This is an optimization exercise on Yosys and OpenROAD, whose aim is small area, not a production implementation.
At most, simulation tests tie the RTL to the original design; equivalence was not proved.
Only the layout flow was run in run 2; the RTL was not checked for function there.
No activity file was given, so power comes from the tool's default toggle rates.

### flow/design.v
package ex_pkg;
    localparam int XLEN     = 32;
    localparam int REG_AW   = 5;
    localparam int SHAMT_W  = 5;
    localparam int ALU_OP_W = 5;
    typedef enum logic [6:0] {
        OPC_OP_IMM = 7'h13,
        OPC_OP     = 7'h33,
        OPC_BRANCH = 7'h63
    } opcode_e;
    localparam logic [2:0] F3_ADD  = 3'b000;  
    localparam logic [2:0] F3_SLL  = 3'b001;
    localparam logic [2:0] F3_SLT  = 3'b010;
    localparam logic [2:0] F3_SLTU = 3'b011;
    localparam logic [2:0] F3_XOR  = 3'b100;
    localparam logic [2:0] F3_SR   = 3'b101;  
    localparam logic [2:0] F3_OR   = 3'b110;
    localparam logic [2:0] F3_AND  = 3'b111;
    localparam logic [2:0] F3_BEQ  = 3'b000;
    localparam logic [2:0] F3_BNE  = 3'b001;
    localparam logic [2:0] F3_BLT  = 3'b100;
    localparam logic [2:0] F3_BGE  = 3'b101;
    localparam logic [2:0] F3_BLTU = 3'b110;
    localparam logic [2:0] F3_BGEU = 3'b111;
    typedef enum logic [ALU_OP_W-1:0] {
        OP_ADD, OP_SUB, OP_SLL, OP_SLT, OP_SLTU, OP_XOR, OP_SRL, OP_SRA,
        OP_OR, OP_AND,
        OP_BEQ, OP_BNE, OP_BLT, OP_BGE, OP_BLTU, OP_BGEU,
        OP_NOP
    } alu_op_e;
    localparam int ENTRY_W = ALU_OP_W + 2 * XLEN + REG_AW + 1 + XLEN;
    localparam int QUEUE_DEPTH = 2;
    localparam int QPTR_W      = $clog2(QUEUE_DEPTH);
    localparam int QCNT_W      = $clog2(QUEUE_DEPTH + 1);
endpackage
import ex_pkg::*;
module ex_decode
(
    input  logic              clk,
    input  logic              rst_n_i,
    input  logic              in_valid_i,
    output logic              in_ready_o,
    input  logic [XLEN-1:0]   inst_i,
    input  logic [XLEN-1:0]   inst_addr_i,
    input  logic [XLEN-1:0]   op1_i,
    input  logic [XLEN-1:0]   op2_i,
    output logic              dec_valid_o,
    input  logic              dec_ready_i,
    output logic [ALU_OP_W-1:0] dec_op_o,
    output logic [XLEN-1:0]   dec_op1_o,
    output logic [XLEN-1:0]   dec_op2_o,
    output logic [REG_AW-1:0] dec_rd_o,
    output logic              dec_wb_en_o,
    output logic [XLEN-1:0]   dec_target_o
);
    logic [6:0]      opcode;
    logic [2:0]      funct3;
    logic            f7_b5;
    logic [XLEN-1:0] b_imm;
    logic [ALU_OP_W-1:0] op_nxt;
    logic            wb_nxt;
    logic            load;
    assign opcode = inst_i[6:0];
    assign funct3 = inst_i[14:12];
    assign f7_b5  = inst_i[30];
    assign b_imm  = {{(XLEN-12){inst_i[31]}}, inst_i[7], inst_i[30:25], inst_i[11:8], 1'b0};
    assign in_ready_o = !dec_valid_o || dec_ready_i;  
    assign load       = in_valid_i && in_ready_o;
    always_comb begin
        op_nxt = OP_NOP;
        wb_nxt = 1'b0;
        case (opcode)
            OPC_OP, OPC_OP_IMM: begin
                wb_nxt = 1'b1;
                case (funct3)
                    F3_ADD:  op_nxt = (f7_b5 && opcode == OPC_OP) ? OP_SUB : OP_ADD;
                    F3_SLL:  op_nxt = OP_SLL;
                    F3_SLT:  op_nxt = OP_SLT;
                    F3_SLTU: op_nxt = OP_SLTU;
                    F3_XOR:  op_nxt = OP_XOR;
                    F3_SR:   op_nxt = f7_b5 ? OP_SRA : OP_SRL;
                    F3_OR:   op_nxt = OP_OR;
                    F3_AND:  op_nxt = OP_AND;
                endcase
            end
            OPC_BRANCH: begin
                case (funct3)
                    F3_BEQ:  op_nxt = OP_BEQ;
                    F3_BNE:  op_nxt = OP_BNE;
                    F3_BLT:  op_nxt = OP_BLT;
                    F3_BGE:  op_nxt = OP_BGE;
                    F3_BLTU: op_nxt = OP_BLTU;
                    F3_BGEU: op_nxt = OP_BGEU;
                    default: op_nxt = OP_NOP;  
                endcase
            end
            default: ;
        endcase
    end
    always_ff @(posedge clk or negedge rst_n_i) begin
        if (!rst_n_i) begin
            dec_valid_o <= 1'b0;
        end else if (in_ready_o) begin
            dec_valid_o <= in_valid_i;
        end
    end
    always_ff @(posedge clk) begin
        if (load) begin
            dec_op_o     <= op_nxt;
            dec_op1_o    <= op1_i;
            dec_op2_o    <= op2_i;
            dec_rd_o     <= wb_nxt ? inst_i[11:7] : '0;  
            dec_wb_en_o  <= wb_nxt;
            dec_target_o <= inst_addr_i + b_imm;
        end
    end
endmodule
import ex_pkg::*;
module ex_queue
(
    input  logic               clk,
    input  logic               rst_n_i,
    input  logic               wr_valid_i,
    output logic               wr_ready_o,
    input  logic [ENTRY_W-1:0] wr_data_i,
    output logic               rd_valid_o,
    input  logic               rd_ready_i,
    output logic [ENTRY_W-1:0] rd_data_o
);
    logic [ENTRY_W-1:0] mem [QUEUE_DEPTH];
    logic [QPTR_W-1:0]  wr_ptr;
    logic [QPTR_W-1:0]  rd_ptr;
    logic [QCNT_W-1:0]  count;
    logic               wr_en;
    logic               rd_en;
    assign wr_ready_o = count < QUEUE_DEPTH;
    assign rd_valid_o = count != '0;
    assign rd_data_o  = mem[rd_ptr];
    assign wr_en = wr_valid_i && wr_ready_o;
    assign rd_en = rd_valid_o && rd_ready_i;
    always_ff @(posedge clk or negedge rst_n_i) begin
        if (!rst_n_i) begin
            wr_ptr <= '0;
            rd_ptr <= '0;
            count  <= '0;
        end else begin
            if (wr_en) begin
                wr_ptr <= (wr_ptr == QPTR_W'(QUEUE_DEPTH - 1)) ? '0 : wr_ptr + 1'b1;
            end
            if (rd_en) begin
                rd_ptr <= (rd_ptr == QPTR_W'(QUEUE_DEPTH - 1)) ? '0 : rd_ptr + 1'b1;
            end
            case ({wr_en, rd_en})
                2'b10:   count <= count + 1'b1;
                2'b01:   count <= count - 1'b1;
                default: ;  
            endcase
        end
    end
    always_ff @(posedge clk) begin
        if (wr_en) begin
            mem[wr_ptr] <= wr_data_i;
        end
    end
endmodule
import ex_pkg::*;
module ex_alu
(
    input  logic              clk,
    input  logic              rst_n_i,
    input  logic              op_valid_i,
    output logic              op_ready_o,
    input  logic [ALU_OP_W-1:0] op_i,
    input  logic [XLEN-1:0]   op1_i,
    input  logic [XLEN-1:0]   op2_i,
    input  logic [REG_AW-1:0] rd_i,
    input  logic              wb_en_i,
    input  logic [XLEN-1:0]   target_i,
    output logic              res_valid_o,
    input  logic              res_ready_i,
    output logic [XLEN-1:0]   res_data_o,
    output logic [REG_AW-1:0] res_rd_o,
    output logic              res_wb_en_o,
    output logic              jump_en_o,
    output logic [XLEN-1:0]   jump_addr_o
);
    logic [SHAMT_W-1:0] shamt;
    logic               eq;
    logic               lt_s;
    logic               lt_u;
    logic [XLEN-1:0]    data_nxt;
    logic               take;
    logic               load;
    assign shamt = op2_i[SHAMT_W-1:0];
    assign eq    = op1_i == op2_i;
    assign lt_s  = $signed(op1_i) < $signed(op2_i);
    assign lt_u  = op1_i < op2_i;
    assign op_ready_o = !res_valid_o || res_ready_i;
    assign load       = op_valid_i && op_ready_o;
    always_comb begin
        data_nxt = '0;
        take     = 1'b0;
        case (op_i)
            OP_ADD:  data_nxt = op1_i + op2_i;
            OP_SUB:  data_nxt = op1_i - op2_i;
            OP_SLL:  data_nxt = op1_i << shamt;
            OP_SLT:  data_nxt = {{(XLEN-1){1'b0}}, lt_s};
            OP_SLTU: data_nxt = {{(XLEN-1){1'b0}}, lt_u};
            OP_XOR:  data_nxt = op1_i ^ op2_i;
            OP_SRL:  data_nxt = op1_i >> shamt;
            OP_SRA:  data_nxt = $signed(op1_i) >>> shamt;
            OP_OR:   data_nxt = op1_i | op2_i;
            OP_AND:  data_nxt = op1_i & op2_i;
            OP_BEQ:  take = eq;
            OP_BNE:  take = !eq;
            OP_BLT:  take = lt_s;
            OP_BGE:  take = !lt_s;
            OP_BLTU: take = lt_u;
            OP_BGEU: take = !lt_u;
            default: ;  
        endcase
    end
    always_ff @(posedge clk or negedge rst_n_i) begin
        if (!rst_n_i) begin
            res_valid_o <= 1'b0;
        end else if (op_ready_o) begin
            res_valid_o <= op_valid_i;
        end
    end
    always_ff @(posedge clk) begin
        if (load) begin
            res_data_o  <= data_nxt;
            res_rd_o    <= rd_i;
            res_wb_en_o <= wb_en_i;
            jump_en_o   <= take;
            jump_addr_o <= take ? target_i : '0;  
        end
    end
endmodule
import ex_pkg::*;
module ex_top
(
    input  logic              clk,
    input  logic              rst_n_i,
    input  logic              in_valid_i,
    output logic              in_ready_o,
    input  logic [XLEN-1:0]   inst_i,
    input  logic [XLEN-1:0]   inst_addr_i,
    input  logic [XLEN-1:0]   op1_i,
    input  logic [XLEN-1:0]   op2_i,
    output logic              res_valid_o,
    input  logic              res_ready_i,
    output logic [XLEN-1:0]   res_data_o,
    output logic [REG_AW-1:0] res_rd_o,
    output logic              res_wb_en_o,
    output logic              jump_en_o,
    output logic [XLEN-1:0]   jump_addr_o
);
    logic                dec_valid;
    logic [ALU_OP_W-1:0] dec_op;
    logic [XLEN-1:0]     dec_op1;
    logic [XLEN-1:0]     dec_op2;
    logic [REG_AW-1:0]   dec_rd;
    logic                dec_wb_en;
    logic [XLEN-1:0]     dec_target;
    logic                q_in_ready;
    logic [ENTRY_W-1:0]  q_wr_data;
    logic                q_valid;
    logic                q_ready;
    logic [ENTRY_W-1:0]  q_data;
    logic [ALU_OP_W-1:0] q_op_bits;
    logic [ALU_OP_W-1:0] q_op;
    logic [XLEN-1:0]     q_op1;
    logic [XLEN-1:0]     q_op2;
    logic [REG_AW-1:0]   q_rd;
    logic                q_wb_en;
    logic [XLEN-1:0]     q_target;
    assign q_wr_data = {dec_op, dec_op1, dec_op2, dec_rd, dec_wb_en, dec_target};
    assign {q_op_bits, q_op1, q_op2, q_rd, q_wb_en, q_target} = q_data;
    assign q_op = q_op_bits;
    ex_decode u_decode (
        .clk          (clk),
        .rst_n_i      (rst_n_i),
        .in_valid_i   (in_valid_i),
        .in_ready_o   (in_ready_o),
        .inst_i       (inst_i),
        .inst_addr_i  (inst_addr_i),
        .op1_i        (op1_i),
        .op2_i        (op2_i),
        .dec_valid_o  (dec_valid),
        .dec_ready_i  (q_in_ready),
        .dec_op_o     (dec_op),
        .dec_op1_o    (dec_op1),
        .dec_op2_o    (dec_op2),
        .dec_rd_o     (dec_rd),
        .dec_wb_en_o  (dec_wb_en),
        .dec_target_o (dec_target)
    );
    ex_queue u_queue (
        .clk        (clk),
        .rst_n_i    (rst_n_i),
        .wr_valid_i (dec_valid),
        .wr_ready_o (q_in_ready),
        .wr_data_i  (q_wr_data),
        .rd_valid_o (q_valid),
        .rd_ready_i (q_ready),
        .rd_data_o  (q_data)
    );
    ex_alu u_alu (
        .clk         (clk),
        .rst_n_i     (rst_n_i),
        .op_valid_i  (q_valid),
        .op_ready_o  (q_ready),
        .op_i        (q_op),
        .op1_i       (q_op1),
        .op2_i       (q_op2),
        .rd_i        (q_rd),
        .wb_en_i     (q_wb_en),
        .target_i    (q_target),
        .res_valid_o (res_valid_o),
        .res_ready_i (res_ready_i),
        .res_data_o  (res_data_o),
        .res_rd_o    (res_rd_o),
        .res_wb_en_o (res_wb_en_o),
        .jump_en_o   (jump_en_o),
        .jump_addr_o (jump_addr_o)
    );
endmodule
### flow/constraint.sdc
create_clock -name core_clock -period 5.5 [get_ports {clk}]
set_input_delay 1.1000 -clock core_clock [delete_from_list [all_inputs] [get_ports {clk}]]
set_output_delay 1.1000 -clock core_clock [all_outputs]
set_load 0.01 [all_outputs]
### flow/run.sh
#!/bin/bash
# synth_recipe.tcl (not shown) runs the flow's synth.tcl, then flattens the netlist and writes it again
# the make line also repeats each setting of config.mk as NAME=value (left out here)
make -C /OpenROAD-flow-scripts/flow DESIGN_CONFIG=/design/flow/config.mk WORK_HOME=/design/flow/orfs CLKGATE_MAP_FILE= SYNTH_SCRIPT=/design/flow/synth_recipe.tcl finish
### flow/config.mk
export PLATFORM = sky130hd
export DESIGN_NAME = ex_top
export DESIGN_NICKNAME = ex_top
export VERILOG_FILES = /design/flow/design.v
export SDC_FILE = /design/flow/constraint.sdc
export NUM_CORES = 4
export LEC_CHECK = 0
export CAP_MARGIN = 20
export CORE_MARGIN = 2
export CORE_UTILIZATION = 40
export SLEW_MARGIN = 20
==> results of run 1 <==
==> stage by stage <==
stage               cells  power [mW]  TNS, ns  utilization (%)
floorplan            2188        11.8   -29.76                -
global placement     3134        15.5        0             45.9
detailed placement   3134        15.6        0             45.9
CTS                  3210        18.4        0             48.2
global route         3212        19.6        0             48.3
finish               3212        18.5        0             48.3
==> sequential cells by signal, indices dropped and copies added (netlist names), 5 cells and up <==
name	flops
u_alu.jump_addr_o	32
u_decode.dec_op2_o	32
u_decode.dec_target_o	32
u_queue.mem	214
u_decode.dec_op1_o	32
u_decode.dec_rd_o	5
u_alu.res_rd_o	5
u_alu.res_data_o	32
u_decode.dec_op_o	5
==> worst max-delay path, cell delays in order (launching register included) <==
cell and delay, ns:
dfrtp_4 0.78, mux2i_4 0.42, inv_2 0.08, ha_1 0.24, fa_1 0.48, o21bai_1 0.24
a211oi_1 0.17, nor4_1 0.63, buf_4 0.23, o311ai_1 0.08, buf_4 0.17, a31oi_1 0.17
a211o_1 0.23, mux2_2 0.38, a22oi_4 0.19, buf_12 0.23, nor2_1 0.08
==> layer usage <==
| metal | GRT usage [%] | part of all wire, % |
|---|---|---|
| met1 | 33.1 | 43 |
| met2 | 40.9 | 47 |
| met3 | 4.69 | 7.3 |
| met4 | 7.37 | 2.9 |
| met5 | 0 | 0.034 |
==> power breakdown <==
part           total [mW]  internal, mW  switching, mW  leakage [nW]
registers            4.94          4.56          0.379          3.78
logic                10.8          3.89           6.93          6.48
clock network        2.78          1.60           1.18         0.662
==> synth_stat cells, types with 29 or more instances <==
cell type	number	area, sq um
nor2_1	197	739
clkbuf_1	59	221
edfxtp_1	392	11800
buf_2	31	155
ha_1	130	1630
nand3_1	35	175
nor3_1	37	185
o211ai_1	29	218
mux2i_1	164	1640
nand2_1	150	563
a21oi_1	172	861
inv_1	99	372
o21ai_0	129	646
==> kinds of logic (layout without fill, tap and decap cells) <==
group | Yosys count | count (layout)
other cells | 0 | 1
mux | 214 | 214
compound gates | 620 | 620
fa+ha+maj | 133 | 133
buf+inv | 236 | 486
xor+xnor | 40 | 40
flops | 398 | 398
simple gates | 547 | 547
==> layout make-up <==
cell class / instances / share of cell area [%]
clock inverter: 24 / 0.849
clock buffer: 52 / 3.88
timing repair buffer: 296 / 9.69
multi-input combinational: 1554 / 39.0
antenna: 1 / 0.00875
sequential: 398 / 41.7
tap: 773 / 3.38
inverter: 114 / 1.50
==> worst max-delay path by stage <==
stage / start / to / cells past startpoint
2_1_floorplan: u_queue.count[1] / u_queue.mem[0][0] / 2
3_3_place_gp: u_queue.rd_ptr / u_alu.jump_addr_o[2] / 16
3_5_place_dp: u_queue.rd_ptr / u_alu.jump_addr_o[4] / 16
4_1_cts: u_queue.rd_ptr / u_alu.jump_addr_o[4] / 16
5_1_grt: u_queue.rd_ptr / u_alu.res_data_o[27] / 13
6_report: u_queue.rd_ptr / u_alu.jump_addr_o[4] / 16
==> results_dict.tcl, run 1 <==
set metrics [dict create \
    finClkSkew_ns 0.0202 \
    pre_cts_ws_ns 0.292 \
    timing.hold.ws_ns 0.435 \
    cap_violations 0 \
    finalSetupViolations 0 \
    ioPinCount 205 \
    ant_nets 0 \
    max_slew_margin_pct 31.7 \
    final.period_utilization_pct 92.9 \
    vdd_drop_max_mv 0.270 \
    postCtsSetupRepairBufs 0 \
    tightest_slew_ns 1.02 \
    synthAdderAreaFrac_pct 7.01 \
    hold_buffers 0 \
    r2r_start "u_queue.rd_ptr" \
    ys_ff_latch 398 \
    worst-endpoint-arrival_ns 5.43 \
    syn-instance-count 2188 \
    p_leak_nw 10.9 \
    synth_top_family_by_area "compound AO/OA/AOI/OAI gates" \
    ys_async_sr_fraction_pct 1.51 \
    synth_compound_area_share_pct 17.1 \
    cts.sinks 398 \
    first_pass_iters 6 \
    dpl-instance-area_sq_um 27200 \
    whs_endpoint "u_queue.mem[1][84]" \
    fin_crit_ns 5.11 \
    ff2ff_path_depth 16 \
    slew_viol_final 0 \
    seq_area_frac_synth_pct 49.6 \
    final_cell_mix "edfxtp_1, clkdlybuf4s50_1, nor2_1" \
    grt-ovfl-total 0 \
    core_sq_um 59200 \
    die_h_um 249 \
    cts_buffer_depth 3 \
    gp_congestion 0.970 \
    start_util_pct 40.6 \
    setup_ws_ns 0.390 \
    grt_max_degree 108 \
    grt_pass1_vias 18568 \
    synth_edf_count 392 \
    clk_pin_slew_ns 0.06 \
    clock.fmax_ghz 0.196 \
    syn_nets 2453 \
    multi_input_area_sq_um 11100 \
    portBuffers 194 \
    die_area_sq_um 62100 \
    final_common_cell "edfxtp_1" \
    drive_gt1_share_pct 11.0 \
    r2r_slack_ns 0.39 \
    synth_simple_gate_area_share_pct 10.5 \
    required_ns 5.82 \
    design_area_sq_um 28600 \
    yosysWarnings 3 \
    cts_max_level 2 \
    nFillCells 5446 \
    worstHoldPathType "reg -> reg" \
    yosysUniqueCellTypes 97 \
    num_vias 18801 \
    endpoint_kind "register" \
    numCtsBuffers 43 \
    synthMuxAreaShare_pct 9.89 \
    worstSetupStartpointType "register" \
    wire_per_inst_um 24.5 \
    worstReg2RegEnd "u_alu.jump_addr_o[4]" \
    cts_resized 0 \
    nets 2672 \
    cts_root_buffer "clkbuf_16" \
    drc_errors 0 \
    area_delta_synth_final_pct 18.9 \
    clkLatencyLatePin_ns 0.58 \
    path_class "reg -> reg" \
    min_path_cells 0 \
    die_w_um 249 \
    hold_violations 0 \
    grt_util_all_layers_pct 24.8 \
    drt-total-wl_um 78700 \
    vias_per_cell 5.85 \
    rsz0062_at_grt "no" \
    regArea_sq_um 11900 \
    syn_area_sq_um 24000 \
    std_cell_rows 89 \
    cts_tree "built" \
    holdCritStartpoint "u_decode.dec_op1_o[14]" \
    status "finished clean" \
    synth_xor_area_share_pct 1.46 \
    hpwl_um 58900 \
    synth_flop_cell "edfxtp_1" \
    path_max_fanout 33 \
    p_per_area_nw_per_um2 648 \
    drt_iter0_drc 1701 \
    syn_area_per_cell_sq_um 11.0 \
    grt_antenna_before_repair 4 \
    grt_pass1_wl_um 117000 \
]
==> inputs of run 2 (changes only) <==
==> flow/design.v (replaced) <==
package ex_pkg;
    localparam int XLEN   = 32;
    localparam int REG_AW = 5;
endpackage
import ex_pkg::*;
module ex_top
(
    input  logic              clk,
    input  logic              rst_n_i,
    input  logic              in_valid_i,
    output logic              in_ready_o,
    input  logic [XLEN-1:0]   inst_i,
    input  logic [XLEN-1:0]   inst_addr_i,
    input  logic [XLEN-1:0]   op1_i,
    input  logic [XLEN-1:0]   op2_i,
    output logic              res_valid_o,
    input  logic              res_ready_i,
    output logic [XLEN-1:0]   res_data_o,
    output logic [REG_AW-1:0] res_rd_o,
    output logic              res_wb_en_o,
    output logic              jump_en_o,
    output logic [XLEN-1:0]   jump_addr_o
);
    localparam int W = XLEN + REG_AW + 2;  
    logic [6:0]      opcode;
    logic [2:0]      f3;
    logic            is_alu;
    logic            is_br;
    logic            sub;
    logic [XLEN:0]   sum;
    logic            lt_u;
    logic            lt_s;
    logic            eq;
    logic            cond;
    logic            take;
    logic [XLEN-1:0] sh_in;
    logic [XLEN-1:0] sh_out;
    logic            fill;
    logic [XLEN-1:0] b_imm;
    logic [XLEN-1:0] target;
    logic [XLEN-1:0] res;
    logic [XLEN-1:0] val;
    logic [W-1:0]    ent_nxt;
    assign opcode = inst_i[6:0];
    assign f3     = inst_i[14:12];
    assign is_alu = (opcode == 7'h33) || (opcode == 7'h13);
    assign is_br  = (opcode == 7'h63);
    assign sub  = (f3 != 3'd0) || (inst_i[5] && inst_i[30]);
    assign sum  = {1'b0, op1_i} + {1'b0, op2_i ^ {XLEN{sub}}} + {{XLEN{1'b0}}, sub};
    assign lt_u = !sum[XLEN];
    assign lt_s = lt_u ^ op1_i[XLEN-1] ^ op2_i[XLEN-1];
    assign eq   = (op1_i == op2_i);
    assign cond = f3[2] ? (f3[1] ? lt_u : lt_s) : eq;
    assign take = is_br && (f3[2] || !f3[1]) && (cond ^ f3[0]);
    always_comb begin
        for (int i = 0; i < XLEN; i++) begin
            sh_in[i] = f3[2] ? op1_i[i] : op1_i[XLEN-1-i];
        end
    end
    assign fill   = f3[2] && inst_i[30] && op1_i[XLEN-1];
    assign sh_out = XLEN'($signed({fill, sh_in}) >>> op2_i[4:0]);
    assign b_imm  = {{(XLEN-12){inst_i[31]}}, inst_i[7], inst_i[30:25], inst_i[11:8], 1'b0};
    assign target = inst_addr_i + b_imm;
    always_comb begin
        case (f3)
            3'd0: res = sum[XLEN-1:0];
            3'd1: for (int i = 0; i < XLEN; i++) res[i] = sh_out[XLEN-1-i];
            3'd2: res = {{(XLEN-1){1'b0}}, lt_s};
            3'd3: res = {{(XLEN-1){1'b0}}, lt_u};
            3'd4: res = op1_i ^ op2_i;
            3'd5: res = sh_out;
            3'd6: res = op1_i | op2_i;
            default: res = op1_i & op2_i;
        endcase
    end
    assign val     = is_br ? target : res;
    assign ent_nxt = {~val, (is_alu ? inst_i[11:7] : 5'd0), is_alu, take};
    logic d_v, q0_v, q1_v;
    logic wr_en, q_ready, rd_en;
    assign in_ready_o = !d_v || !q1_v;
    assign wr_en      = d_v && !q1_v;
    assign q_ready    = !res_valid_o || res_ready_i;
    assign rd_en      = q0_v && q_ready;
    always_ff @(posedge clk or negedge rst_n_i) begin
        if (!rst_n_i) begin
            d_v         <= 1'b0;
            q0_v        <= 1'b0;
            q1_v        <= 1'b0;
            res_valid_o <= 1'b0;
        end else begin
            if (in_ready_o) d_v <= in_valid_i;
            if (q_ready) res_valid_o <= q0_v;
            q0_v <= wr_en || (q0_v && !rd_en) || q1_v;
            q1_v <= q1_v ? !rd_en : (wr_en && q0_v && !rd_en);
        end
    end
    logic [W-1:0] d_q, q0_q, q1_q, r_q;
    always_ff @(posedge clk) begin
        if (in_ready_o) d_q <= ent_nxt;
        if (!q1_v) q1_q <= d_q;
        if (!q0_v || rd_en) q0_q <= q1_v ? q1_q : d_q;
        if (q_ready) r_q <= q0_q;
    end
    assign res_data_o  = ~r_q[W-1 -: XLEN] & {XLEN{r_q[1]}};
    assign jump_addr_o = ~r_q[W-1 -: XLEN] & {XLEN{r_q[0]}};
    assign res_rd_o    = r_q[6:2];
    assign res_wb_en_o = r_q[1];
    assign jump_en_o   = r_q[0];
endmodule
==> run 2 against run 1 <==
Net effect:
- combinational power decreased by 84%
- still clean on timing, DRC and antenna
- non-clock buffer count decreased by 41
- final cell count decreased by 31%
- worst hold slack got worse by 0.023 ns
- maximum frequency increased by 1.8%
- worst setup slack improved by 0.089 ns
- first-iteration DRC count decreased by 46%
- total power decreased by 74%
- sequential cell count decreased by 238
==> results_dict.tcl, run 2 <==
set metrics [dict create \
    yosys-top-cells-area "edfxtp_1, ha_1, mux4_2" \
    finalSetupViolations 0 \
    comb_power_share_pct 36.5 \
    finClkSkew_ns 0.0163 \
    area_delta_synth_final_pct 22.2 \
    yosysMostFrequentCell "a21oi_1" \
    wire_per_inst_um 22.9 \
    multi_input_area_sq_um 9260 \
    num_vias 12860 \
    ys_ff_latch 160 \
    synth_top_area_share_pct 24.4 \
    synth_flop_cell "edfxtp_1" \
    syn_nets 1824 \
    fin_crit_ns 5.02 \
    rsz0062_at_grt "no" \
    synth_top_area_cell "edfxtp_1" \
    max_slew_margin_pct 38.9 \
    nets 2000 \
    first_pass_iters 5 \
    grt_pass1_wl_um 75600 \
    timing.hold.ws_ns 0.412 \
    die_area_sq_um 37500 \
    portBuffers 194 \
    die_w_um 194 \
    grt-ovfl-total 0 \
    total_power_mw 4.75 \
    regArea_sq_um 4390 \
    grt_max_degree 61 \
    numCtsBuffers 25 \
    syn_area_sq_um 14400 \
    std_cell_rows 69 \
    clk_pin_slew_ns 0.05 \
    die_h_um 194 \
    clkLatencyLatePin_ns 0.46 \
    synth_common_cells "a21oi_1, ha_1, nand2_1" \
    dpl-instance-area_sq_um 16900 \
    cts_buffer_depth 3 \
    worst-endpoint-arrival_ns 5.23 \
    endpoint_kind "register" \
    status "finished clean" \
    p_sw_share_pct 31.2 \
    required_ns 5.71 \
    pwr-share-clk_pct 26.7 \
    hold_buffers 0 \
    path_class "in -> reg" \
    cts_root_buffer "clkbuf_16" \
    ioPinCount 205 \
    antennaDiodeCount 0 \
    tns_ns 0 \
    tightest_slew_ns 0.917 \
    vdd_drop_max_mv 0.209 \
    cap_violations 0 \
    cts_max_level 4 \
    grt_antenna_before_repair 0 \
    p_per_area_nw_per_um2 270 \
    dpl.cell_count 2175 \
    final.period_utilization_pct 91.3 \
    postCtsSetupRepairBufs 0 \
    ant_nets 0 \
    hpwl_um 40200 \
    grt_pass1_vias 12445 \
    syn_area_per_cell_sq_um 9.20 \
    finalNonFillerCells 2208 \
    cts.sinks 160 \
    drt-total-wl_um 50500 \
    cts_tree "built" \
    grt_util_all_layers_pct 26.1 \
    worstSetupStartpointType "input port" \
    gp_congestion 0.987 \
    cts_resized 0 \
    design_area_sq_um 17600 \
    yosysUniqueCellTypes 74 \
    path_max_fanout 13 \
    start_util_pct 40.6 \
    worstHoldPathType "reg -> reg" \
    drive_gt1_share_pct 11.8 \
    synth_edf_count 117 \
    slew_viol_final 0 \
    final_common_cell "clkdlybuf4s50_1" \
    ys_async_sr_fraction_pct 2.50 \
    vias_per_cell 5.82 \
    p_leak_nw 6.96 \
    drt_iter0_drc 920 \
    r2r_slack_ns 3.83 \
    drc_errors 0 \
    final_cell_mix "clkdlybuf4s50_1, a21oi_1, ha_1" \
    nFillCells 3408 \
    seq_power_share_pct 36.8 \
    clock.fmax_ghz 0.199 \
    internal-power_mw 3.27 \
    switchingPower_mw 1.48 \
    syn-instance-count 1565 \
    core_sq_um 35500 \
    yosysWarnings 1 \
    seq_area_frac_synth_pct 30.5 \
    hold_violations 0 \
]
==> run 2: cell count changes after synthesis, moves of 33 or more <==
cell and delta:
dfxtp_1 +39, a21oi_1 -46, nor2b_1 +52, mux2i_1 -121, nor2_1 -104, mux4_2 +33
mux2_2 +43, edfxtp_1 -275
==> run 2: area by class of cell <==
class                   count  share of cell area, %
repair buffers            255                   13.6
inverters                  77                   1.64
multi-input cells        1222                   52.6
flip-flops and latches    160                   25.0
clock buffers              30                   3.72
clock inverters             3                 0.0996
well taps                 461                   3.28
==> run 2: cells by family after synthesis <==
group,Yosys count,synth area share [%]
AOI/OAI and AO/OA,445,20.1
and+or+nand+nor,422,14.3
buffers and inverters,183,5.20
DFF,160,30.5
muxes,142,13.6
adders and majority gates,127,11.1
xor gates and xnor gates,86,5.23
==> run 2: routing by layer <==
metal  GRT usage (%)  wire length, um  vias to the layer above
li1                -                -                     6149
met1            34.2            21600                     6059
met2            44.2            24000                      539
met3            2.38             2810                      113
met4            11.0             2160                        0
met5               0                0                        -
==> run 2: worst paths after layout <==
| check | start | end | cells after the start |
|---|---|---|---|
| setup / recovery | inst_i[30] | d_q[38] | 15 |
| min in group asynchronous | rst_n_i | res_valid_o | 1 |
| hold reg to reg | q0_q[19] | r_q[19] | 0 |
| max in group asynchronous | rst_n_i | q1_v | 1 |
| hold / removal | q0_q[19] | r_q[19] | 0 |
| setup reg to reg | q1_v | d_q[16] | 3 |
==> run 2: power by group through the flow <==
stage                     combinational, mW  sequential (mW)  clock (mW)
after global placement                 1.70             1.77           0
after detailed placement               1.71             1.78           0
after floorplan                        1.06             1.73           0
final                                  1.73             1.75        1.27
after CTS                              1.72             1.75        1.30
after global routing                   1.86             1.78        1.36
==> run 2: worst max-delay path, cell delays in order <==
cell             delay, ns
clkdlybuf4s50_1       0.56
a2111oi_4             0.47
buf_12                0.21
buf_4                 0.17
xnor2_1               0.07
ha_1                  0.36
nand2_1               0.09
a2111oi_0             0.48
o21ai_0               0.29
nand4_1               0.25
nand4_1               0.30
o211a_1               0.32
xor2_1                0.14
o221ai_1              0.18
and3b_1               0.20
==> run 2: through the flow <==
| step | worst slack [ns] | utilization [%] |
|---|---|---|
| after detailed placement | 0.0853 | 47.7 |
| after global routing | 0.237 | 49.6 |
| final | 0.479 | 49.6 |
| after CTS | 0.552 | 49.6 |
| after global placement | 0.0734 | 47.7 |
| after floorplan | 0.769 | - |

## static timing again, ports no longer ideal
Ports are ideal in the flow. The routed layouts listed here were re-timed in OpenROAD. Step 1: set_driving_cell puts a clkbuf_16 on clk and a buf_2 on each other input, an assumption about the parent block. Step 2, shift: input delay + t, output delay - t, t = (earliest + latest rising clock arrival at the registers) / 2. This alone moves slack from input paths to output paths. Slacks: ideal / step 1 / step 2; pairs: ideal / step 1.
| run | shift t [ns] | slack for setup (ns) | hold WS [ns] | cell pins on the clock port's net |
|---|---|---|---|---|
| run 1 | 0.625 | 0.390 / 0.390 / 0.390 | 0.435 / 0.435 / 0.435 | 1 |
| run 2 | 0.502 | 0.479 / 0.498 / -0.004 | 0.412 / 0.412 / 0.412 | 1 |
Met with ideal ports but missed after step 2: setup timing in run 2. The setup slack of run 2, which loses most, moves by +0.019 ns with the drivers and by -0.483 ns with both steps.
